What follows belongs to an exercise in optimizing a design on an open flow for small area, a short achievable clock period and few clock cycles per item; a production flow would make more cautious choices. No functional check of the RTL was part of this run.

==> design/flow/design.v <==
`timescale 1ns / 1ps
`default_nettype none
package ocm_pkg;
    localparam int SAMPLE_W    = 16;
    localparam int CFG_W       = 8;
    localparam int CFG_IDX_W   = 2;
    localparam int O2_W        = 10;
    localparam int DEPTH_W     = 15;
    localparam int ACC_W       = 20;
    localparam int REF_W       = ACC_W - 1;
    localparam int PROD_W      = CFG_W + SAMPLE_W - 1;
    localparam logic OP_MEAS = 1'b0;
    localparam logic OP_CAL  = 1'b1;
    typedef enum logic [CFG_IDX_W-1:0] {
        REG_AIR_O2       = 2'd0,
        REG_LIMIT_NORMAL = 2'd1,
        REG_LIMIT_TECH   = 2'd2
    } cfg_reg_t;
    localparam logic [CFG_W-1:0] AIR_O2_RESET       = 8'd209;
    localparam logic [CFG_W-1:0] LIMIT_NORMAL_RESET = 8'd140;
    localparam logic [CFG_W-1:0] LIMIT_TECH_RESET   = 8'd160;
    localparam int O2_MIN       = 10;
    localparam int O2_MAX       = 1000;
    localparam int MOD_SCALE    = 1000;
    localparam int DEPTH_OFFSET = 100;
    localparam int DEPTH_MAX    = 32767;
endpackage
`default_nettype wire
`timescale 1ns / 1ps
`default_nettype none
module ocm_div #(
    parameter int WIDTH = 8,
    parameter int ARCH  = 0
) (
    input  logic [WIDTH-1:0] a,
    input  logic [WIDTH-1:0] b,
    output logic [WIDTH-1:0] diff,
    output logic             ge
);
    localparam int LG = (WIDTH > 1) ? $clog2(WIDTH) : 1;
    logic [WIDTH-1:0] pp, gg;
    logic [WIDTH-1:0] p, g;
    assign pp = a ^ ~b;
    assign gg = a & ~b;
    always_comb
    begin
        p = pp;
        g = gg;
        g[0] = gg[0] | pp[0];
        if (ARCH == 0)
        begin
            for (int i = 1; i <= LG; i = i + 1)
                for (int j = 2**i - 1; j < WIDTH; j = j + 2**i)
                begin
                    g[j] = g[j] | (p[j] & g[j - 2**(i-1)]);
                    p[j] = p[j] & p[j - 2**(i-1)];
                end
            for (int i = LG; i > 0; i = i - 1)
                for (int j = 2**i + 2**(i-1) - 1; j < WIDTH; j = j + 2**i)
                begin
                    g[j] = g[j] | (p[j] & g[j - 2**(i-1)]);
                    p[j] = p[j] & p[j - 2**(i-1)];
                end
        end
        else if (ARCH == 1)
        begin
            for (int j = WIDTH - 1; j >= 1; j = j - 1)
                if (j % 2 == 1)
                begin
                    g[j] = g[j] | (p[j] & g[j - 1]);
                    p[j] = p[j] & p[j - 1];
                end
            for (int i = 1; i < LG; i = i + 1)
                for (int j = WIDTH - 1; j >= 2**i; j = j - 1)
                    if (j % 2 == 1)
                    begin
                        g[j] = g[j] | (p[j] & g[j - 2**i]);
                        p[j] = p[j] & p[j - 2**i];
                    end
            for (int j = WIDTH - 1; j >= 2; j = j - 1)
                if (j % 2 == 0)
                begin
                    g[j] = g[j] | (p[j] & g[j - 1]);
                    p[j] = p[j] & p[j - 1];
                end
        end
        else
        begin
            for (int i = 0; i < LG; i = i + 1)
                for (int j = WIDTH - 1; j >= 2**i; j = j - 1)
                begin
                    g[j] = g[j] | (p[j] & g[j - 2**i]);
                    p[j] = p[j] & p[j - 2**i];
                end
        end
    end
    assign diff = pp ^ {g[WIDTH-2:0], 1'b1};
    assign ge   = g[WIDTH-1];
endmodule
`default_nettype wire
`timescale 1ns / 1ps
`default_nettype none
import ocm_pkg::*;
module oxygen_cell_calibrate_and_mod #(
    parameter int CAL_SAMPLES = 10
) (
    input  logic                                  clk,
    input  logic                                  rst_n,
    input  logic                                  in_valid,
    output logic                                  in_stall,
    input  logic                                  opcode,
    input  logic signed [ocm_pkg::SAMPLE_W-1:0]   sample,
    output logic                                  out_valid,
    input  logic                                  out_stall,
    output logic [ocm_pkg::O2_W-1:0]              o2_tenths,
    output logic [ocm_pkg::DEPTH_W-1:0]           depth_normal_tenths,
    output logic [ocm_pkg::DEPTH_W-1:0]           depth_tech_tenths,
    output logic                                  calibration_done,
    output logic                                  not_calibrated,
    input  logic                                  cfg_valid,
    output logic                                  cfg_ready,
    input  logic [ocm_pkg::CFG_IDX_W-1:0]         cfg_index,
    input  logic [ocm_pkg::CFG_W-1:0]             cfg_data
);
    logic [7:0]  air_reg;
    logic [14:0] ln_reg, lt_reg;
    logic [19:0] acc_reg;
    logic [3:0]  cnt_reg;
    logic [18:0] ref_reg;
    logic [20:0] ref3_reg;
    logic [7:0]  lnr_reg, ltr_reg;
    logic        ref_ok_reg;
    logic        en, accept, cal_stall;
    logic [19:0] cal_sum;
    logic        cal_pos;
    logic v_s1, cal_s1, last_s1;
    logic [15:0] smp_s1;
    logic v_s2;
    logic [0:0] cal_s2;
    logic [0:0] nc_s2;
    logic [0:0] x_s2;
    logic [18:0] pl_s2;
    logic [18:0] ph_s2;
    logic v_s3;
    logic [0:0] cal_s3;
    logic [0:0] nc_s3;
    logic [0:0] x_s3;
    logic [25:0] p5_s3;
    logic v_s4;
    logic [0:0] cal_s4;
    logic [0:0] nc_s4;
    logic [0:0] x_s4;
    logic [0:0] ovf_s4;
    logic [18:0] rem_s4;
    logic [6:0] nl_s4;
    logic [1:0] q_s4;
    logic v_s5;
    logic [0:0] cal_s5;
    logic [0:0] nc_s5;
    logic [0:0] x_s5;
    logic [0:0] ovf_s5;
    logic [18:0] rem_s5;
    logic [4:0] nl_s5;
    logic [3:0] q_s5;
    logic v_s6;
    logic [0:0] cal_s6;
    logic [0:0] nc_s6;
    logic [0:0] x_s6;
    logic [0:0] ovf_s6;
    logic [18:0] rem_s6;
    logic [2:0] nl_s6;
    logic [5:0] q_s6;
    logic v_s7;
    logic [0:0] cal_s7;
    logic [0:0] nc_s7;
    logic [0:0] x_s7;
    logic [0:0] ovf_s7;
    logic [18:0] rem_s7;
    logic [0:0] nl_s7;
    logic [7:0] q_s7;
    logic v_s8;
    logic [0:0] cal_s8;
    logic [0:0] nc_s8;
    logic [0:0] x_s8;
    logic [0:0] ovf_s8;
    logic [18:0] rem_s8;
    logic [9:0] q_s8;
    logic v_s9;
    logic [0:0] cal_s9;
    logic [0:0] nc_s9;
    logic [0:0] x_s9;
    logic [11:0] o3_s9;
    logic [9:0] o2_s9;
    logic [5:0] rn_s9;
    logic [5:0] rt_s9;
    logic [2:0] qn_s9;
    logic [2:0] qt_s9;
    logic v_s10;
    logic [0:0] cal_s10;
    logic [0:0] nc_s10;
    logic [0:0] x_s10;
    logic [11:0] o3_s10;
    logic [9:0] o2_s10;
    logic [9:0] rn_s10;
    logic [9:0] rt_s10;
    logic [6:0] qn_s10;
    logic [6:0] qt_s10;
    logic v_s11;
    logic [0:0] cal_s11;
    logic [0:0] nc_s11;
    logic [0:0] x_s11;
    logic [11:0] o3_s11;
    logic [9:0] o2_s11;
    logic [9:0] rn_s11;
    logic [9:0] rt_s11;
    logic [10:0] qn_s11;
    logic [10:0] qt_s11;
    logic v_s12;
    logic [0:0] cal_s12;
    logic [0:0] nc_s12;
    logic [0:0] x_s12;
    logic [9:0] o2_s12;
    logic [14:0] qn_s12;
    logic [14:0] qt_s12;
    logic [19:0] sum_1;
    assign sum_1 = acc_reg + {{4{smp_s1[15]}}, smp_s1};
    logic [0:0] pos_2;
    assign pos_2 = !sum_1[19] && (sum_1 != 20'd0);
    logic [0:0] nc_3;
    assign nc_3 = (cal_s1 && last_s1) ? !pos_2 : !ref_ok_reg;
    logic [0:0] x_4;
    assign x_4 = cal_s1 ? last_s1 : (smp_s1[15] || (smp_s1 == 16'd0));
    assign cal_sum = sum_1;
    assign cal_pos = pos_2;
    logic [14:0] s15_5;
    assign s15_5 = smp_s1[14:0];
    logic [18:0] pl_6;
    assign pl_6 = 19'(s15_5) * 19'(air_reg[3:0]);
    logic [18:0] ph_7;
    assign ph_7 = 19'(s15_5) * 19'(air_reg[7:4]);
    logic [25:0] p5_8;
    assign p5_8 = 26'(pl_s2) + 26'({pl_s2, 2'd0}) + 26'({ph_s2, 4'd0}) + 26'({ph_s2, 6'd0});
    logic [0:0] ovf_9;
    assign ovf_9 = ({2'b00, p5_s3[25:9]} >= ref_reg);
    logic [16:0] rem_10;
    assign rem_10 = p5_s3[25:9];
    logic [8:0] nl_11;
    assign nl_11 = p5_s3[8:0];
    logic [18:0] tr_12;
    assign tr_12 = {rem_10, nl_11[8], nl_11[7]};
    logic [20:0] df_13;
    logic [0:0] ge_14;
    ocm_div #(.WIDTH(21), .ARCH(0)) u_df_13 (.a(21'(tr_12)), .b(21'(ref_reg)), .diff(df_13), .ge(ge_14));
    logic [20:0] df_15;
    logic [0:0] ge_16;
    ocm_div #(.WIDTH(21), .ARCH(0)) u_df_15 (.a(21'(tr_12)), .b(21'({ref_reg, 1'b0})), .diff(df_15), .ge(ge_16));
    logic [20:0] df_17;
    logic [0:0] ge_18;
    ocm_div #(.WIDTH(21), .ARCH(0)) u_df_17 (.a(21'(tr_12)), .b(21'(ref3_reg)), .diff(df_17), .ge(ge_18));
    logic [18:0] rem_19;
    assign rem_19 = ge_18 ? df_17[18:0] : ge_16 ? df_15[18:0] : ge_14 ? df_13[18:0] : tr_12[18:0];
    logic [1:0] q_20;
    assign q_20 = {ge_16, (ge_18 || (ge_14 && !ge_16))};
    logic [6:0] nl_21;
    assign nl_21 = nl_11[6:0];
    logic [20:0] tr_22;
    assign tr_22 = {rem_s4, nl_s4[6], nl_s4[5]};
    logic [20:0] df_23;
    logic [0:0] ge_24;
    ocm_div #(.WIDTH(21), .ARCH(0)) u_df_23 (.a(21'(tr_22)), .b(21'(ref_reg)), .diff(df_23), .ge(ge_24));
    logic [20:0] df_25;
    logic [0:0] ge_26;
    ocm_div #(.WIDTH(21), .ARCH(0)) u_df_25 (.a(21'(tr_22)), .b(21'({ref_reg, 1'b0})), .diff(df_25), .ge(ge_26));
    logic [20:0] df_27;
    logic [0:0] ge_28;
    ocm_div #(.WIDTH(21), .ARCH(0)) u_df_27 (.a(21'(tr_22)), .b(21'(ref3_reg)), .diff(df_27), .ge(ge_28));
    logic [18:0] rem_29;
    assign rem_29 = ge_28 ? df_27[18:0] : ge_26 ? df_25[18:0] : ge_24 ? df_23[18:0] : tr_22[18:0];
    logic [3:0] q_30;
    assign q_30 = {q_s4, ge_26, (ge_28 || (ge_24 && !ge_26))};
    logic [4:0] nl_31;
    assign nl_31 = nl_s4[4:0];
    logic [20:0] tr_32;
    assign tr_32 = {rem_s5, nl_s5[4], nl_s5[3]};
    logic [20:0] df_33;
    logic [0:0] ge_34;
    ocm_div #(.WIDTH(21), .ARCH(0)) u_df_33 (.a(21'(tr_32)), .b(21'(ref_reg)), .diff(df_33), .ge(ge_34));
    logic [20:0] df_35;
    logic [0:0] ge_36;
    ocm_div #(.WIDTH(21), .ARCH(0)) u_df_35 (.a(21'(tr_32)), .b(21'({ref_reg, 1'b0})), .diff(df_35), .ge(ge_36));
    logic [20:0] df_37;
    logic [0:0] ge_38;
    ocm_div #(.WIDTH(21), .ARCH(0)) u_df_37 (.a(21'(tr_32)), .b(21'(ref3_reg)), .diff(df_37), .ge(ge_38));
    logic [18:0] rem_39;
    assign rem_39 = ge_38 ? df_37[18:0] : ge_36 ? df_35[18:0] : ge_34 ? df_33[18:0] : tr_32[18:0];
    logic [5:0] q_40;
    assign q_40 = {q_s5, ge_36, (ge_38 || (ge_34 && !ge_36))};
    logic [2:0] nl_41;
    assign nl_41 = nl_s5[2:0];
    logic [20:0] tr_42;
    assign tr_42 = {rem_s6, nl_s6[2], nl_s6[1]};
    logic [20:0] df_43;
    logic [0:0] ge_44;
    ocm_div #(.WIDTH(21), .ARCH(0)) u_df_43 (.a(21'(tr_42)), .b(21'(ref_reg)), .diff(df_43), .ge(ge_44));
    logic [20:0] df_45;
    logic [0:0] ge_46;
    ocm_div #(.WIDTH(21), .ARCH(0)) u_df_45 (.a(21'(tr_42)), .b(21'({ref_reg, 1'b0})), .diff(df_45), .ge(ge_46));
    logic [20:0] df_47;
    logic [0:0] ge_48;
    ocm_div #(.WIDTH(21), .ARCH(0)) u_df_47 (.a(21'(tr_42)), .b(21'(ref3_reg)), .diff(df_47), .ge(ge_48));
    logic [18:0] rem_49;
    assign rem_49 = ge_48 ? df_47[18:0] : ge_46 ? df_45[18:0] : ge_44 ? df_43[18:0] : tr_42[18:0];
    logic [7:0] q_50;
    assign q_50 = {q_s6, ge_46, (ge_48 || (ge_44 && !ge_46))};
    logic [0:0] nl_51;
    assign nl_51 = nl_s6[0:0];
    logic [20:0] tr_52;
    assign tr_52 = {rem_s7, nl_s7[0], 1'b0};
    logic [20:0] df_53;
    logic [0:0] ge_54;
    ocm_div #(.WIDTH(21), .ARCH(0)) u_df_53 (.a(21'(tr_52)), .b(21'(ref_reg)), .diff(df_53), .ge(ge_54));
    logic [20:0] df_55;
    logic [0:0] ge_56;
    ocm_div #(.WIDTH(21), .ARCH(0)) u_df_55 (.a(21'(tr_52)), .b(21'({ref_reg, 1'b0})), .diff(df_55), .ge(ge_56));
    logic [20:0] df_57;
    logic [0:0] ge_58;
    ocm_div #(.WIDTH(21), .ARCH(0)) u_df_57 (.a(21'(tr_52)), .b(21'(ref3_reg)), .diff(df_57), .ge(ge_58));
    logic [18:0] rem_59;
    assign rem_59 = ge_58 ? df_57[18:0] : ge_56 ? df_55[18:0] : ge_54 ? df_53[18:0] : tr_52[18:0];
    logic [9:0] q_60;
    assign q_60 = {q_s7, ge_56, (ge_58 || (ge_54 && !ge_56))};
    logic [9:0] o2_61;
    assign o2_61 = cal_s8 ? 10'd0 : nc_s8 ? 10'd1000 : x_s8 ? 10'd10 : ovf_s8 ? 10'd1000 : (q_s8 > 10'd1000) ? 10'd1000 : (q_s8 < 10'd10) ? 10'd10 : q_s8;
    logic [11:0] q3_62;
    assign q3_62 = 12'(q_s8) + {1'b0, q_s8, 1'b0};
    logic [11:0] o3_63;
    assign o3_63 = cal_s8 ? 12'd0 : nc_s8 ? 12'd3000 : x_s8 ? 12'd30 : ovf_s8 ? 12'd3000 : (q_s8 > 10'd1000) ? 12'd3000 : (q_s8 < 10'd10) ? 12'd30 : q3_62;
    logic [2:0] rn_64;
    assign rn_64 = ln_reg[14:12];
    logic [2:0] rt_65;
    assign rt_65 = lt_reg[14:12];
    logic [3:0] trn_66;
    assign trn_66 = {rn_64, ln_reg[11]};
    logic [9:0] df_67;
    logic [0:0] ge_68;
    ocm_div #(.WIDTH(10), .ARCH(0)) u_df_67 (.a(10'(trn_66)), .b(10'(o2_61)), .diff(df_67), .ge(ge_68));
    logic [3:0] remn_69;
    assign remn_69 = ge_68 ? df_67[3:0] : trn_66[3:0];
    logic [0:0] qn_70;
    assign qn_70 = ge_68;
    logic [3:0] trt_71;
    assign trt_71 = {rt_65, lt_reg[11]};
    logic [9:0] df_72;
    logic [0:0] ge_73;
    ocm_div #(.WIDTH(10), .ARCH(0)) u_df_72 (.a(10'(trt_71)), .b(10'(o2_61)), .diff(df_72), .ge(ge_73));
    logic [3:0] remt_74;
    assign remt_74 = ge_73 ? df_72[3:0] : trt_71[3:0];
    logic [0:0] qt_75;
    assign qt_75 = ge_73;
    logic [5:0] trn_76;
    assign trn_76 = {remn_69, ln_reg[10], ln_reg[9]};
    logic [11:0] df_77;
    logic [0:0] ge_78;
    ocm_div #(.WIDTH(12), .ARCH(0)) u_df_77 (.a(12'(trn_76)), .b(12'(o2_61)), .diff(df_77), .ge(ge_78));
    logic [11:0] df_79;
    logic [0:0] ge_80;
    ocm_div #(.WIDTH(12), .ARCH(0)) u_df_79 (.a(12'(trn_76)), .b(12'({o2_61, 1'b0})), .diff(df_79), .ge(ge_80));
    logic [11:0] df_81;
    logic [0:0] ge_82;
    ocm_div #(.WIDTH(12), .ARCH(0)) u_df_81 (.a(12'(trn_76)), .b(12'(o3_63)), .diff(df_81), .ge(ge_82));
    logic [5:0] remn_83;
    assign remn_83 = ge_82 ? df_81[5:0] : ge_80 ? df_79[5:0] : ge_78 ? df_77[5:0] : trn_76[5:0];
    logic [2:0] qn_84;
    assign qn_84 = {qn_70, ge_80, (ge_82 || (ge_78 && !ge_80))};
    logic [5:0] trt_85;
    assign trt_85 = {remt_74, lt_reg[10], lt_reg[9]};
    logic [11:0] df_86;
    logic [0:0] ge_87;
    ocm_div #(.WIDTH(12), .ARCH(0)) u_df_86 (.a(12'(trt_85)), .b(12'(o2_61)), .diff(df_86), .ge(ge_87));
    logic [11:0] df_88;
    logic [0:0] ge_89;
    ocm_div #(.WIDTH(12), .ARCH(0)) u_df_88 (.a(12'(trt_85)), .b(12'({o2_61, 1'b0})), .diff(df_88), .ge(ge_89));
    logic [11:0] df_90;
    logic [0:0] ge_91;
    ocm_div #(.WIDTH(12), .ARCH(0)) u_df_90 (.a(12'(trt_85)), .b(12'(o3_63)), .diff(df_90), .ge(ge_91));
    logic [5:0] remt_92;
    assign remt_92 = ge_91 ? df_90[5:0] : ge_89 ? df_88[5:0] : ge_87 ? df_86[5:0] : trt_85[5:0];
    logic [2:0] qt_93;
    assign qt_93 = {qt_75, ge_89, (ge_91 || (ge_87 && !ge_89))};
    logic [7:0] trn_94;
    assign trn_94 = {rn_s9, ln_reg[8], ln_reg[7]};
    logic [11:0] df_95;
    logic [0:0] ge_96;
    ocm_div #(.WIDTH(12), .ARCH(0)) u_df_95 (.a(12'(trn_94)), .b(12'(o2_s9)), .diff(df_95), .ge(ge_96));
    logic [11:0] df_97;
    logic [0:0] ge_98;
    ocm_div #(.WIDTH(12), .ARCH(0)) u_df_97 (.a(12'(trn_94)), .b(12'({o2_s9, 1'b0})), .diff(df_97), .ge(ge_98));
    logic [11:0] df_99;
    logic [0:0] ge_100;
    ocm_div #(.WIDTH(12), .ARCH(0)) u_df_99 (.a(12'(trn_94)), .b(12'(o3_s9)), .diff(df_99), .ge(ge_100));
    logic [7:0] remn_101;
    assign remn_101 = ge_100 ? df_99[7:0] : ge_98 ? df_97[7:0] : ge_96 ? df_95[7:0] : trn_94[7:0];
    logic [4:0] qn_102;
    assign qn_102 = {qn_s9, ge_98, (ge_100 || (ge_96 && !ge_98))};
    logic [7:0] trt_103;
    assign trt_103 = {rt_s9, lt_reg[8], lt_reg[7]};
    logic [11:0] df_104;
    logic [0:0] ge_105;
    ocm_div #(.WIDTH(12), .ARCH(0)) u_df_104 (.a(12'(trt_103)), .b(12'(o2_s9)), .diff(df_104), .ge(ge_105));
    logic [11:0] df_106;
    logic [0:0] ge_107;
    ocm_div #(.WIDTH(12), .ARCH(0)) u_df_106 (.a(12'(trt_103)), .b(12'({o2_s9, 1'b0})), .diff(df_106), .ge(ge_107));
    logic [11:0] df_108;
    logic [0:0] ge_109;
    ocm_div #(.WIDTH(12), .ARCH(0)) u_df_108 (.a(12'(trt_103)), .b(12'(o3_s9)), .diff(df_108), .ge(ge_109));
    logic [7:0] remt_110;
    assign remt_110 = ge_109 ? df_108[7:0] : ge_107 ? df_106[7:0] : ge_105 ? df_104[7:0] : trt_103[7:0];
    logic [4:0] qt_111;
    assign qt_111 = {qt_s9, ge_107, (ge_109 || (ge_105 && !ge_107))};
    logic [9:0] trn_112;
    assign trn_112 = {remn_101, ln_reg[6], ln_reg[5]};
    logic [11:0] df_113;
    logic [0:0] ge_114;
    ocm_div #(.WIDTH(12), .ARCH(0)) u_df_113 (.a(12'(trn_112)), .b(12'(o2_s9)), .diff(df_113), .ge(ge_114));
    logic [11:0] df_115;
    logic [0:0] ge_116;
    ocm_div #(.WIDTH(12), .ARCH(0)) u_df_115 (.a(12'(trn_112)), .b(12'({o2_s9, 1'b0})), .diff(df_115), .ge(ge_116));
    logic [11:0] df_117;
    logic [0:0] ge_118;
    ocm_div #(.WIDTH(12), .ARCH(0)) u_df_117 (.a(12'(trn_112)), .b(12'(o3_s9)), .diff(df_117), .ge(ge_118));
    logic [9:0] remn_119;
    assign remn_119 = ge_118 ? df_117[9:0] : ge_116 ? df_115[9:0] : ge_114 ? df_113[9:0] : trn_112[9:0];
    logic [6:0] qn_120;
    assign qn_120 = {qn_102, ge_116, (ge_118 || (ge_114 && !ge_116))};
    logic [9:0] trt_121;
    assign trt_121 = {remt_110, lt_reg[6], lt_reg[5]};
    logic [11:0] df_122;
    logic [0:0] ge_123;
    ocm_div #(.WIDTH(12), .ARCH(0)) u_df_122 (.a(12'(trt_121)), .b(12'(o2_s9)), .diff(df_122), .ge(ge_123));
    logic [11:0] df_124;
    logic [0:0] ge_125;
    ocm_div #(.WIDTH(12), .ARCH(0)) u_df_124 (.a(12'(trt_121)), .b(12'({o2_s9, 1'b0})), .diff(df_124), .ge(ge_125));
    logic [11:0] df_126;
    logic [0:0] ge_127;
    ocm_div #(.WIDTH(12), .ARCH(0)) u_df_126 (.a(12'(trt_121)), .b(12'(o3_s9)), .diff(df_126), .ge(ge_127));
    logic [9:0] remt_128;
    assign remt_128 = ge_127 ? df_126[9:0] : ge_125 ? df_124[9:0] : ge_123 ? df_122[9:0] : trt_121[9:0];
    logic [6:0] qt_129;
    assign qt_129 = {qt_111, ge_125, (ge_127 || (ge_123 && !ge_125))};
    logic [11:0] trn_130;
    assign trn_130 = {rn_s10, ln_reg[4], ln_reg[3]};
    logic [11:0] df_131;
    logic [0:0] ge_132;
    ocm_div #(.WIDTH(12), .ARCH(0)) u_df_131 (.a(12'(trn_130)), .b(12'(o2_s10)), .diff(df_131), .ge(ge_132));
    logic [11:0] df_133;
    logic [0:0] ge_134;
    ocm_div #(.WIDTH(12), .ARCH(0)) u_df_133 (.a(12'(trn_130)), .b(12'({o2_s10, 1'b0})), .diff(df_133), .ge(ge_134));
    logic [11:0] df_135;
    logic [0:0] ge_136;
    ocm_div #(.WIDTH(12), .ARCH(0)) u_df_135 (.a(12'(trn_130)), .b(12'(o3_s10)), .diff(df_135), .ge(ge_136));
    logic [9:0] remn_137;
    assign remn_137 = ge_136 ? df_135[9:0] : ge_134 ? df_133[9:0] : ge_132 ? df_131[9:0] : trn_130[9:0];
    logic [8:0] qn_138;
    assign qn_138 = {qn_s10, ge_134, (ge_136 || (ge_132 && !ge_134))};
    logic [11:0] trt_139;
    assign trt_139 = {rt_s10, lt_reg[4], lt_reg[3]};
    logic [11:0] df_140;
    logic [0:0] ge_141;
    ocm_div #(.WIDTH(12), .ARCH(0)) u_df_140 (.a(12'(trt_139)), .b(12'(o2_s10)), .diff(df_140), .ge(ge_141));
    logic [11:0] df_142;
    logic [0:0] ge_143;
    ocm_div #(.WIDTH(12), .ARCH(0)) u_df_142 (.a(12'(trt_139)), .b(12'({o2_s10, 1'b0})), .diff(df_142), .ge(ge_143));
    logic [11:0] df_144;
    logic [0:0] ge_145;
    ocm_div #(.WIDTH(12), .ARCH(0)) u_df_144 (.a(12'(trt_139)), .b(12'(o3_s10)), .diff(df_144), .ge(ge_145));
    logic [9:0] remt_146;
    assign remt_146 = ge_145 ? df_144[9:0] : ge_143 ? df_142[9:0] : ge_141 ? df_140[9:0] : trt_139[9:0];
    logic [8:0] qt_147;
    assign qt_147 = {qt_s10, ge_143, (ge_145 || (ge_141 && !ge_143))};
    logic [11:0] trn_148;
    assign trn_148 = {remn_137, ln_reg[2], ln_reg[1]};
    logic [11:0] df_149;
    logic [0:0] ge_150;
    ocm_div #(.WIDTH(12), .ARCH(0)) u_df_149 (.a(12'(trn_148)), .b(12'(o2_s10)), .diff(df_149), .ge(ge_150));
    logic [11:0] df_151;
    logic [0:0] ge_152;
    ocm_div #(.WIDTH(12), .ARCH(0)) u_df_151 (.a(12'(trn_148)), .b(12'({o2_s10, 1'b0})), .diff(df_151), .ge(ge_152));
    logic [11:0] df_153;
    logic [0:0] ge_154;
    ocm_div #(.WIDTH(12), .ARCH(0)) u_df_153 (.a(12'(trn_148)), .b(12'(o3_s10)), .diff(df_153), .ge(ge_154));
    logic [9:0] remn_155;
    assign remn_155 = ge_154 ? df_153[9:0] : ge_152 ? df_151[9:0] : ge_150 ? df_149[9:0] : trn_148[9:0];
    logic [10:0] qn_156;
    assign qn_156 = {qn_138, ge_152, (ge_154 || (ge_150 && !ge_152))};
    logic [11:0] trt_157;
    assign trt_157 = {remt_146, lt_reg[2], lt_reg[1]};
    logic [11:0] df_158;
    logic [0:0] ge_159;
    ocm_div #(.WIDTH(12), .ARCH(0)) u_df_158 (.a(12'(trt_157)), .b(12'(o2_s10)), .diff(df_158), .ge(ge_159));
    logic [11:0] df_160;
    logic [0:0] ge_161;
    ocm_div #(.WIDTH(12), .ARCH(0)) u_df_160 (.a(12'(trt_157)), .b(12'({o2_s10, 1'b0})), .diff(df_160), .ge(ge_161));
    logic [11:0] df_162;
    logic [0:0] ge_163;
    ocm_div #(.WIDTH(12), .ARCH(0)) u_df_162 (.a(12'(trt_157)), .b(12'(o3_s10)), .diff(df_162), .ge(ge_163));
    logic [9:0] remt_164;
    assign remt_164 = ge_163 ? df_162[9:0] : ge_161 ? df_160[9:0] : ge_159 ? df_158[9:0] : trt_157[9:0];
    logic [10:0] qt_165;
    assign qt_165 = {qt_147, ge_161, (ge_163 || (ge_159 && !ge_161))};
    logic [11:0] trn_166;
    assign trn_166 = {rn_s11, ln_reg[0], 1'b0};
    logic [11:0] df_167;
    logic [0:0] ge_168;
    ocm_div #(.WIDTH(12), .ARCH(0)) u_df_167 (.a(12'(trn_166)), .b(12'(o2_s11)), .diff(df_167), .ge(ge_168));
    logic [11:0] df_169;
    logic [0:0] ge_170;
    ocm_div #(.WIDTH(12), .ARCH(0)) u_df_169 (.a(12'(trn_166)), .b(12'({o2_s11, 1'b0})), .diff(df_169), .ge(ge_170));
    logic [11:0] df_171;
    logic [0:0] ge_172;
    ocm_div #(.WIDTH(12), .ARCH(0)) u_df_171 (.a(12'(trn_166)), .b(12'(o3_s11)), .diff(df_171), .ge(ge_172));
    logic [9:0] remn_173;
    assign remn_173 = ge_172 ? df_171[9:0] : ge_170 ? df_169[9:0] : ge_168 ? df_167[9:0] : trn_166[9:0];
    logic [12:0] qn_174;
    assign qn_174 = {qn_s11, ge_170, (ge_172 || (ge_168 && !ge_170))};
    logic [11:0] trt_175;
    assign trt_175 = {rt_s11, lt_reg[0], 1'b0};
    logic [11:0] df_176;
    logic [0:0] ge_177;
    ocm_div #(.WIDTH(12), .ARCH(0)) u_df_176 (.a(12'(trt_175)), .b(12'(o2_s11)), .diff(df_176), .ge(ge_177));
    logic [11:0] df_178;
    logic [0:0] ge_179;
    ocm_div #(.WIDTH(12), .ARCH(0)) u_df_178 (.a(12'(trt_175)), .b(12'({o2_s11, 1'b0})), .diff(df_178), .ge(ge_179));
    logic [11:0] df_180;
    logic [0:0] ge_181;
    ocm_div #(.WIDTH(12), .ARCH(0)) u_df_180 (.a(12'(trt_175)), .b(12'(o3_s11)), .diff(df_180), .ge(ge_181));
    logic [9:0] remt_182;
    assign remt_182 = ge_181 ? df_180[9:0] : ge_179 ? df_178[9:0] : ge_177 ? df_176[9:0] : trt_175[9:0];
    logic [12:0] qt_183;
    assign qt_183 = {qt_s11, ge_179, (ge_181 || (ge_177 && !ge_179))};
    logic [11:0] trn_184;
    assign trn_184 = {remn_173, 1'b0, 1'b0};
    logic [11:0] df_185;
    logic [0:0] ge_186;
    ocm_div #(.WIDTH(12), .ARCH(0)) u_df_185 (.a(12'(trn_184)), .b(12'(o2_s11)), .diff(df_185), .ge(ge_186));
    logic [11:0] df_187;
    logic [0:0] ge_188;
    ocm_div #(.WIDTH(12), .ARCH(0)) u_df_187 (.a(12'(trn_184)), .b(12'({o2_s11, 1'b0})), .diff(df_187), .ge(ge_188));
    logic [11:0] df_189;
    logic [0:0] ge_190;
    ocm_div #(.WIDTH(12), .ARCH(0)) u_df_189 (.a(12'(trn_184)), .b(12'(o3_s11)), .diff(df_189), .ge(ge_190));
    logic [9:0] remn_191;
    assign remn_191 = ge_190 ? df_189[9:0] : ge_188 ? df_187[9:0] : ge_186 ? df_185[9:0] : trn_184[9:0];
    logic [14:0] qn_192;
    assign qn_192 = {qn_174, ge_188, (ge_190 || (ge_186 && !ge_188))};
    logic [11:0] trt_193;
    assign trt_193 = {remt_182, 1'b0, 1'b0};
    logic [11:0] df_194;
    logic [0:0] ge_195;
    ocm_div #(.WIDTH(12), .ARCH(0)) u_df_194 (.a(12'(trt_193)), .b(12'(o2_s11)), .diff(df_194), .ge(ge_195));
    logic [11:0] df_196;
    logic [0:0] ge_197;
    ocm_div #(.WIDTH(12), .ARCH(0)) u_df_196 (.a(12'(trt_193)), .b(12'({o2_s11, 1'b0})), .diff(df_196), .ge(ge_197));
    logic [11:0] df_198;
    logic [0:0] ge_199;
    ocm_div #(.WIDTH(12), .ARCH(0)) u_df_198 (.a(12'(trt_193)), .b(12'(o3_s11)), .diff(df_198), .ge(ge_199));
    logic [9:0] remt_200;
    assign remt_200 = ge_199 ? df_198[9:0] : ge_197 ? df_196[9:0] : ge_195 ? df_194[9:0] : trt_193[9:0];
    logic [14:0] qt_201;
    assign qt_201 = {qt_183, ge_197, (ge_199 || (ge_195 && !ge_197))};
    logic [14:0] depn_202;
    assign depn_202 = (cal_s12 || (qn_s12 < 15'd100)) ? 15'd0 : (qn_s12 - 15'd100);
    logic [14:0] dept_203;
    assign dept_203 = (cal_s12 || (qt_s12 < 15'd100)) ? 15'd0 : (qt_s12 - 15'd100);
    logic [0:0] done_204;
    assign done_204 = cal_s12 && x_s12;
    assign en        = !(v_s12 && out_stall);
    assign cal_stall = (cnt_reg == 4'd9) && ((v_s1 && !cal_s1) || (v_s2 && !cal_s2) || (v_s3 && !cal_s3) || (v_s4 && !cal_s4) || (v_s5 && !cal_s5) || (v_s6 && !cal_s6) || (v_s7 && !cal_s7));
    assign in_stall  = !en || cal_stall;
    assign accept    = in_valid && !in_stall;
    always_ff @(posedge clk or negedge rst_n)
    begin
        if (!rst_n)
        begin
            air_reg    <= 8'd209;
            ln_reg     <= 15'd17500;
            lt_reg     <= 15'd20000;
            acc_reg    <= '0;
            cnt_reg    <= '0;
            ref_reg    <= '0;
            ref_ok_reg <= 1'b0;
            v_s1       <= 1'b0;
            v_s2 <= 1'b0;
            v_s3 <= 1'b0;
            v_s4 <= 1'b0;
            v_s5 <= 1'b0;
            v_s6 <= 1'b0;
            v_s7 <= 1'b0;
            v_s8 <= 1'b0;
            v_s9 <= 1'b0;
            v_s10 <= 1'b0;
            v_s11 <= 1'b0;
            v_s12 <= 1'b0;
        end
        else
        begin
            if (cfg_valid)
            begin
                case (cfg_index)
                    2'd0: air_reg  <= cfg_data;
                    2'd1: ln_reg   <= {cfg_data, 7'd0} - 15'(cfg_data) - {6'd0, cfg_data, 1'b0};
                    2'd2: lt_reg   <= {cfg_data, 7'd0} - 15'(cfg_data) - {6'd0, cfg_data, 1'b0};
                    default: ;
                endcase
            end
            if (accept && opcode)
                cnt_reg <= (cnt_reg == 4'd9) ? 4'd0 : cnt_reg + 4'd1;
            if (en)
            begin
                v_s1 <= accept;
                v_s2 <= v_s1;
                v_s3 <= v_s2;
                v_s4 <= v_s3;
                v_s5 <= v_s4;
                v_s6 <= v_s5;
                v_s7 <= v_s6;
                v_s8 <= v_s7;
                v_s9 <= v_s8;
                v_s10 <= v_s9;
                v_s11 <= v_s10;
                v_s12 <= v_s11;
                if (v_s1 && cal_s1)
                begin
                    if (last_s1)
                    begin
                        ref_reg    <= cal_sum[18:0];
                        ref_ok_reg <= cal_pos;
                        acc_reg    <= '0;
                    end
                    else
                        acc_reg <= cal_sum;
                end
            end
        end
    end
    always_ff @(posedge clk)
    begin
        ref3_reg <= 21'(ref_reg) + {1'b0, ref_reg, 1'b0};
        if (en)
        begin
            cal_s1  <= opcode;
            last_s1 <= (cnt_reg == 4'd9);
            smp_s1  <= sample;
            cal_s2 <= cal_s1;
            nc_s2 <= nc_3;
            x_s2 <= x_4;
            pl_s2 <= pl_6;
            ph_s2 <= ph_7;
            cal_s3 <= cal_s2;
            nc_s3 <= nc_s2;
            x_s3 <= x_s2;
            p5_s3 <= p5_8;
            cal_s4 <= cal_s3;
            nc_s4 <= nc_s3;
            x_s4 <= x_s3;
            ovf_s4 <= ovf_9;
            rem_s4 <= rem_19;
            nl_s4 <= nl_21;
            q_s4 <= q_20;
            cal_s5 <= cal_s4;
            nc_s5 <= nc_s4;
            x_s5 <= x_s4;
            ovf_s5 <= ovf_s4;
            rem_s5 <= rem_29;
            nl_s5 <= nl_31;
            q_s5 <= q_30;
            cal_s6 <= cal_s5;
            nc_s6 <= nc_s5;
            x_s6 <= x_s5;
            ovf_s6 <= ovf_s5;
            rem_s6 <= rem_39;
            nl_s6 <= nl_41;
            q_s6 <= q_40;
            cal_s7 <= cal_s6;
            nc_s7 <= nc_s6;
            x_s7 <= x_s6;
            ovf_s7 <= ovf_s6;
            rem_s7 <= rem_49;
            nl_s7 <= nl_51;
            q_s7 <= q_50;
            cal_s8 <= cal_s7;
            nc_s8 <= nc_s7;
            x_s8 <= x_s7;
            ovf_s8 <= ovf_s7;
            rem_s8 <= rem_59;
            q_s8 <= q_60;
            cal_s9 <= cal_s8;
            nc_s9 <= nc_s8;
            x_s9 <= x_s8;
            o3_s9 <= o3_63;
            o2_s9 <= o2_61;
            rn_s9 <= remn_83;
            rt_s9 <= remt_92;
            qn_s9 <= qn_84;
            qt_s9 <= qt_93;
            cal_s10 <= cal_s9;
            nc_s10 <= nc_s9;
            x_s10 <= x_s9;
            o3_s10 <= o3_s9;
            o2_s10 <= o2_s9;
            rn_s10 <= remn_119;
            rt_s10 <= remt_128;
            qn_s10 <= qn_120;
            qt_s10 <= qt_129;
            cal_s11 <= cal_s10;
            nc_s11 <= nc_s10;
            x_s11 <= x_s10;
            o3_s11 <= o3_s10;
            o2_s11 <= o2_s10;
            rn_s11 <= remn_155;
            rt_s11 <= remt_164;
            qn_s11 <= qn_156;
            qt_s11 <= qt_165;
            cal_s12 <= cal_s11;
            nc_s12 <= nc_s11;
            x_s12 <= x_s11;
            o2_s12 <= o2_s11;
            qn_s12 <= qn_192;
            qt_s12 <= qt_201;
        end
    end
    assign cfg_ready           = 1'b1;
    assign out_valid           = v_s12;
    assign o2_tenths           = o2_s12;
    assign depth_normal_tenths = depn_202;
    assign depth_tech_tenths   = dept_203;
    assign calibration_done    = done_204;
    assign not_calibrated      = nc_s12;
endmodule
`default_nettype wire
==> design/flow/run.sh <==
#!/bin/bash
# synth_recipe.tcl (not shown) runs the flow's synth.tcl, then flattens the netlist and writes it again
# the make line also repeats each setting of config.mk as NAME=value (left out here)
make -C /OpenROAD-flow-scripts/flow DESIGN_CONFIG=/design/flow/config.mk WORK_HOME=/design/flow/orfs CLKGATE_MAP_FILE= SYNTH_SCRIPT=/design/flow/synth_recipe.tcl finish
==> design/flow/config.mk <==
export PLATFORM = sky130hd
export DESIGN_NAME = oxygen_cell_calibrate_and_mod
export DESIGN_NICKNAME = oxygen_cell_calibrate_and_mod
export VERILOG_FILES = /design/flow/design.v
export SDC_FILE = /design/flow/constraint.sdc
export NUM_CORES = 4
export LEC_CHECK = 0
export CAP_MARGIN = 20
export CORE_MARGIN = 2
export CORE_UTILIZATION = 60
export SETUP_SLACK_MARGIN = 1.5
export SLEW_MARGIN = 20
==> design/flow/constraint.sdc <==
create_clock -name core_clock -period 6.0 [get_ports {clk}]
set_input_delay 1.2000 -clock core_clock [delete_from_list [all_inputs] [get_ports {clk}]]
set_output_delay 1.2000 -clock core_clock [all_outputs]
set_load 0.01 [all_outputs]
==> impl_summary.log <==
INFO  metric routed-via-count = 42800
INFO  metric synth.cell_area = 0.0539 sq mm
INFO  metric place.detailed.instances = 6464
INFO  metric dominantRegCellSynth = sky130_fd_sc_hd__edfxtp_1
INFO  metric clock_tree.buffer_depth = 3
INFO  metric number_of_optimization_iterations_in_the_first_detailed_route_pass = 8
INFO  metric timing_max_transition_violations_final = 0
INFO  metric finClkSkew = 26.7 ps
INFO  metric nFillCells = 6382
INFO  metric crit_startpoint = o2_s10[1]$_DFFE_PN_
INFO  metric timing.fmax = 194 MHz
INFO  metric finalWeightedCongestion = 0.932
INFO  metric worst-r2r-cell-count = 23
INFO  metric layout-area-overhead-vs-synth = 20.0%
INFO  metric timing.rr.start = o2_s10[1]$_DFFE_PN_
INFO  metric design.die.area = 0.0922 sq mm
INFO  metric drive_gt1_share = 19.5%
INFO  metric timing.final.crit_share = 86.1%
INFO  metric drt_drc_violations_left = 0
INFO  metric vias_per_cell = 6.14
INFO  metric grt_start_max_net_pins = 143
INFO  metric placementRows = 109
INFO  metric max_cap_viol_count = 0
INFO  metric largest_register_ffs = 26
INFO  metric mapped_avg_cell_area = 10.3 sq um
INFO  metric worst_pin_slew = 1110 ps
INFO  metric antenna_violating_nets_post_route = 0
INFO  metric final-instance-count-excl-fill = 6975
INFO  metric ys_ff_latch = 554
INFO  metric placed_area = 0.0569 sq mm
INFO  metric tritoncts.num_buffers = 66
INFO  metric netlist-cell-type-count = 109
INFO  metric setup_total_negative_slack = 0 ps
INFO  metric number_of_enable_type_register_cells_in_the_synthesized_netlist = 439
INFO  metric clk-insertion-delay-late = 660 ps
INFO  metric timing_worst_setup_path_type = reg2reg
INFO  metric cts_hold_buffers = 0
INFO  metric die_h = 304 microns
INFO  metric hold_crit_path_type = reg2reg
INFO  metric clock_sink_count = 554
INFO  metric run_status = finished clean
INFO  metric finalWorstPathRequiredPeriod = 5170 ps
INFO  metric die_x = 304 microns
INFO  metric setup_viol = 0
INFO  metric share_of_synthesized_area_occupied_by_flip_flops_and_latches = 29.7%
INFO  metric grt_use_total = 33.5%
INFO  metric routedWlPerCell = 22.6 microns
INFO  metric sequential_cell_area = 0.0160 sq mm
INFO  metric drt_iter0_markers = 2870
INFO  metric number_of_antenna_cells_inserted = 0
INFO  metric io_buffers = 75
INFO  metric cts.htree.levels = 3
INFO  metric worst_setup_path_start_kind = flip-flop
INFO  metric core_region = 0.0886 sq mm
INFO  metric timing.critical_path.arrival = 5560 ps
INFO  metric timing.critical_path.required = 6400 ps
INFO  metric syn_nets = 6415
INFO  metric end_point_of_the_most_critical_hold_path = nl_s7$_DFFE_PN_
INFO  metric grt_first_pass_wirelength = 242 mm
INFO  metric asyncSetResetFlopFracSynth = 17.0%
INFO  metric worst_reg2reg_setup_slack = 830 ps
INFO  metric io_pins = 77
INFO  metric finalHoldViolations = 0
INFO  metric floorplan.initialDensity = 60.8%
INFO  metric critPathCaptureType = flip-flop
INFO  metric postSynthCellCount = 5232
INFO  metric grt_pass1_vias = 42600
INFO  metric wirelength = 158 mm
INFO  metric setup_repair_after_global_routing_missed_its_margin = true
INFO  metric nNetsFinal = 6941
INFO  metric holdCritStartpoint = nl_s6[0]$_DFFE_PN_
INFO  metric dp.final_hpwl = 115 mm
INFO  metric grt.overflow.total = 0
INFO  metric regToRegEndpoint = rt_s11[2]$_DFFE_PN_
INFO  metric cts_tree = yes
INFO  metric worst_hold_path_cells = 0
INFO  metric maxSlewHeadroom = 25.2%
INFO  metric area_taken_by_multi_input_logic_gates = 0.0385 sq mm
INFO  metric synth.yosys.warnings = 4
INFO  metric layout.cell_area.non_filler = 0.0646 sq mm
INFO  metric critical_path_peak_fanout = 5
INFO  metric grt_antenna_before_repair = 1
INFO  metric cts.root.buffer_cell = sky130_fd_sc_hd__clkbuf_16
INFO  metric clk_pin_slew = 60 ps
critical path, cell delays in order (launching register included):
cell and delay [ps]:
sky130_fd_sc_hd__edfxtp_1 390, sky130_fd_sc_hd__clkinvlp_4 130, sky130_fd_sc_hd__buf_12 140, sky130_fd_sc_hd__buf_4 140
sky130_fd_sc_hd__buf_4 150, sky130_fd_sc_hd__ha_1 290, sky130_fd_sc_hd__a21o_1 210, sky130_fd_sc_hd__a21oi_4 200
sky130_fd_sc_hd__o21bai_1 80, sky130_fd_sc_hd__a21o_1 210, sky130_fd_sc_hd__a21o_1 180, sky130_fd_sc_hd__a21o_1 180
sky130_fd_sc_hd__fa_1 380, sky130_fd_sc_hd__xor2_1 190, sky130_fd_sc_hd__nand2_1 90, sky130_fd_sc_hd__a31oi_1 250
sky130_fd_sc_hd__ha_1 310, sky130_fd_sc_hd__a2111oi_0 600, sky130_fd_sc_hd__o21ai_2 140, sky130_fd_sc_hd__o21ai_2 130
sky130_fd_sc_hd__buf_4 190, sky130_fd_sc_hd__nand3b_1 130, sky130_fd_sc_hd__o21ai_0 140, sky130_fd_sc_hd__a21oi_2 60
worst max-delay path by stage:
stage               cells after the start                  end
finish                                 23  rt_s11[2]$_DFFE_PN_
global route                           21  rn_s11[1]$_DFFE_PN_
CTS                                    23  rn_s11[4]$_DFFE_PN_
detailed placement                     21  rt_s10[7]$_DFFE_PN_
global placement                       21  rt_s10[7]$_DFFE_PN_
floorplan                              21  rn_s11[4]$_DFFE_PN_
cells by family (layout without fill, tap and decap cells):
kind of cell    after synthesis  after routing  synth area share [%]
compound gates             1343           1345                  16.5
simple gates               1185           1186                  10.3
fa+ha+maj                  1151           1151                  31.5
flops                       554            554                  29.7
buf+inv                     520           1095                  3.70
xor+xnor                    342            342                  5.57
mux                         136            136                  2.66
other cells                   1              1               0.00696
placed cells by master, fill, tap and decap left out, drive strengths merged, types with 22 or more instances in the layout:
cell type	count
mux2i	80
clkinv	30
clkbuf	76
nand3	80
xnor2	197
dfrtp	79
o22ai	25
o211ai	63
nor3	78
fa	345
edfxtp	439
o21a	74
inv	409
nor2	293
a31oi	31
mux2	56
nor2b	56
ha	806
nand2	421
a211oi	57
clkdlybuf4s50	74
o21ai	311
xor2	145
a21o	186
a21oi	329
and2	57
buf	485
or3	23
nand2b	77
a22o	22
o21bai	52
per-stage QoR:
stage | worst slack (ps) | util, % | hold slack (ps)
finish | 834 | 72.9 | 418
global route | 684 | 72.9 | 419
CTS | 953 | 70.8 | 416
detailed placement | 245 | 64.2 | 405
global placement | 400 | 64.2 | 400
floorplan | 736 | - | 400
Yosys cell counts, drive strengths merged (12+ instances only):
library cell | number | share of area [%]
inv | 414 | 2.9
xnor2 | 197 | 3.2
nand2 | 421 | 2.9
nor2b | 56 | 0.65
dfstp | 15 | 0.73
buf | 29 | 0.27
xor2 | 145 | 2.4
mux2 | 56 | 1.2
a211oi | 57 | 0.85
a22oi | 13 | 0.18
and2 | 57 | 0.67
or2 | 17 | 0.20
dfxtp | 21 | 0.78
o21a | 74 | 1.0
a211o | 16 | 0.26
or3 | 23 | 0.27
edfxtp | 439 | 24
nand3 | 80 | 0.74
nor2 | 293 | 2.1
dfrtp | 79 | 3.7
a2111oi | 12 | 0.24
nor4 | 21 | 0.31
a22o | 22 | 0.36
nor3 | 78 | 0.75
nand4 | 16 | 0.19
a21oi | 329 | 3.1
a21boi | 12 | 0.17
a21o | 185 | 2.6
o22ai | 25 | 0.29
and3 | 19 | 0.22
o21ai | 311 | 2.9
a31o | 21 | 0.34
o21bai | 52 | 0.72
nand2b | 76 | 0.88
a31oi | 31 | 0.43
mux2i | 80 | 1.5
o31ai | 17 | 0.30
clkbuf | 76 | 0.53
ha | 806 | 19
o211ai | 63 | 0.93
fa | 345 | 13
cell type report:
| cell class | count | area share [%] |
|---|---|---|
| clock buffers | 75 | 2.61 |
| inverters | 415 | 2.50 |
| flip-flops and latches | 554 | 24.7 |
| clock inverters | 45 | 0.887 |
| repair buffers | 560 | 7.47 |
| multi-input cells | 4161 | 59.5 |
| well taps | 1165 | 2.26 |
routing by layer:
metal | routed length [microns] | global-route usage [%] | up-vias | part of all wire (%)
li1 | - | - | 20000 | -
met1 | 63500 | 42.5 | 21000 | 40
met2 | 77800 | 57.8 | 1431 | 49
met3 | 9080 | 3.98 | 403 | 5.7
met4 | 7510 | 14.8 | 0 | 4.8
met5 | 0 | 0 | - | 0
repair_timing:
action,in CTS,in global routing
cloned,4,1
gates resized for setup,334,199
endpoints found under the setup margin,78,136
pin swaps,223,230
setup buffers,267,118

[re-timing with driven ports]
The flow's constraints put no driver on any port. The routed layout listed below was extracted and timed again, unchanged, in two steps. Step 1: set_driving_cell puts a clkbuf_16 on clk and a buf_2 on each other input, an assumption about the parent block. Step 2 also shifts input and output timing later by t, the mid clock arrival at the registers, as if the neighbouring blocks saw the same clock. Slacks: ideal / step 1 / step 2; pairs: ideal / step 1.
shift t [ns]: 0.718
setup WS [ns]: 0.834 / 0.834 / 0.834
worst data-port slew with drivers (ns): 0.06
After both steps this run still meets setup and hold. For this run, drivers alone change the setup slack by 0.000 ns; drivers and shift together by 0.000 ns.
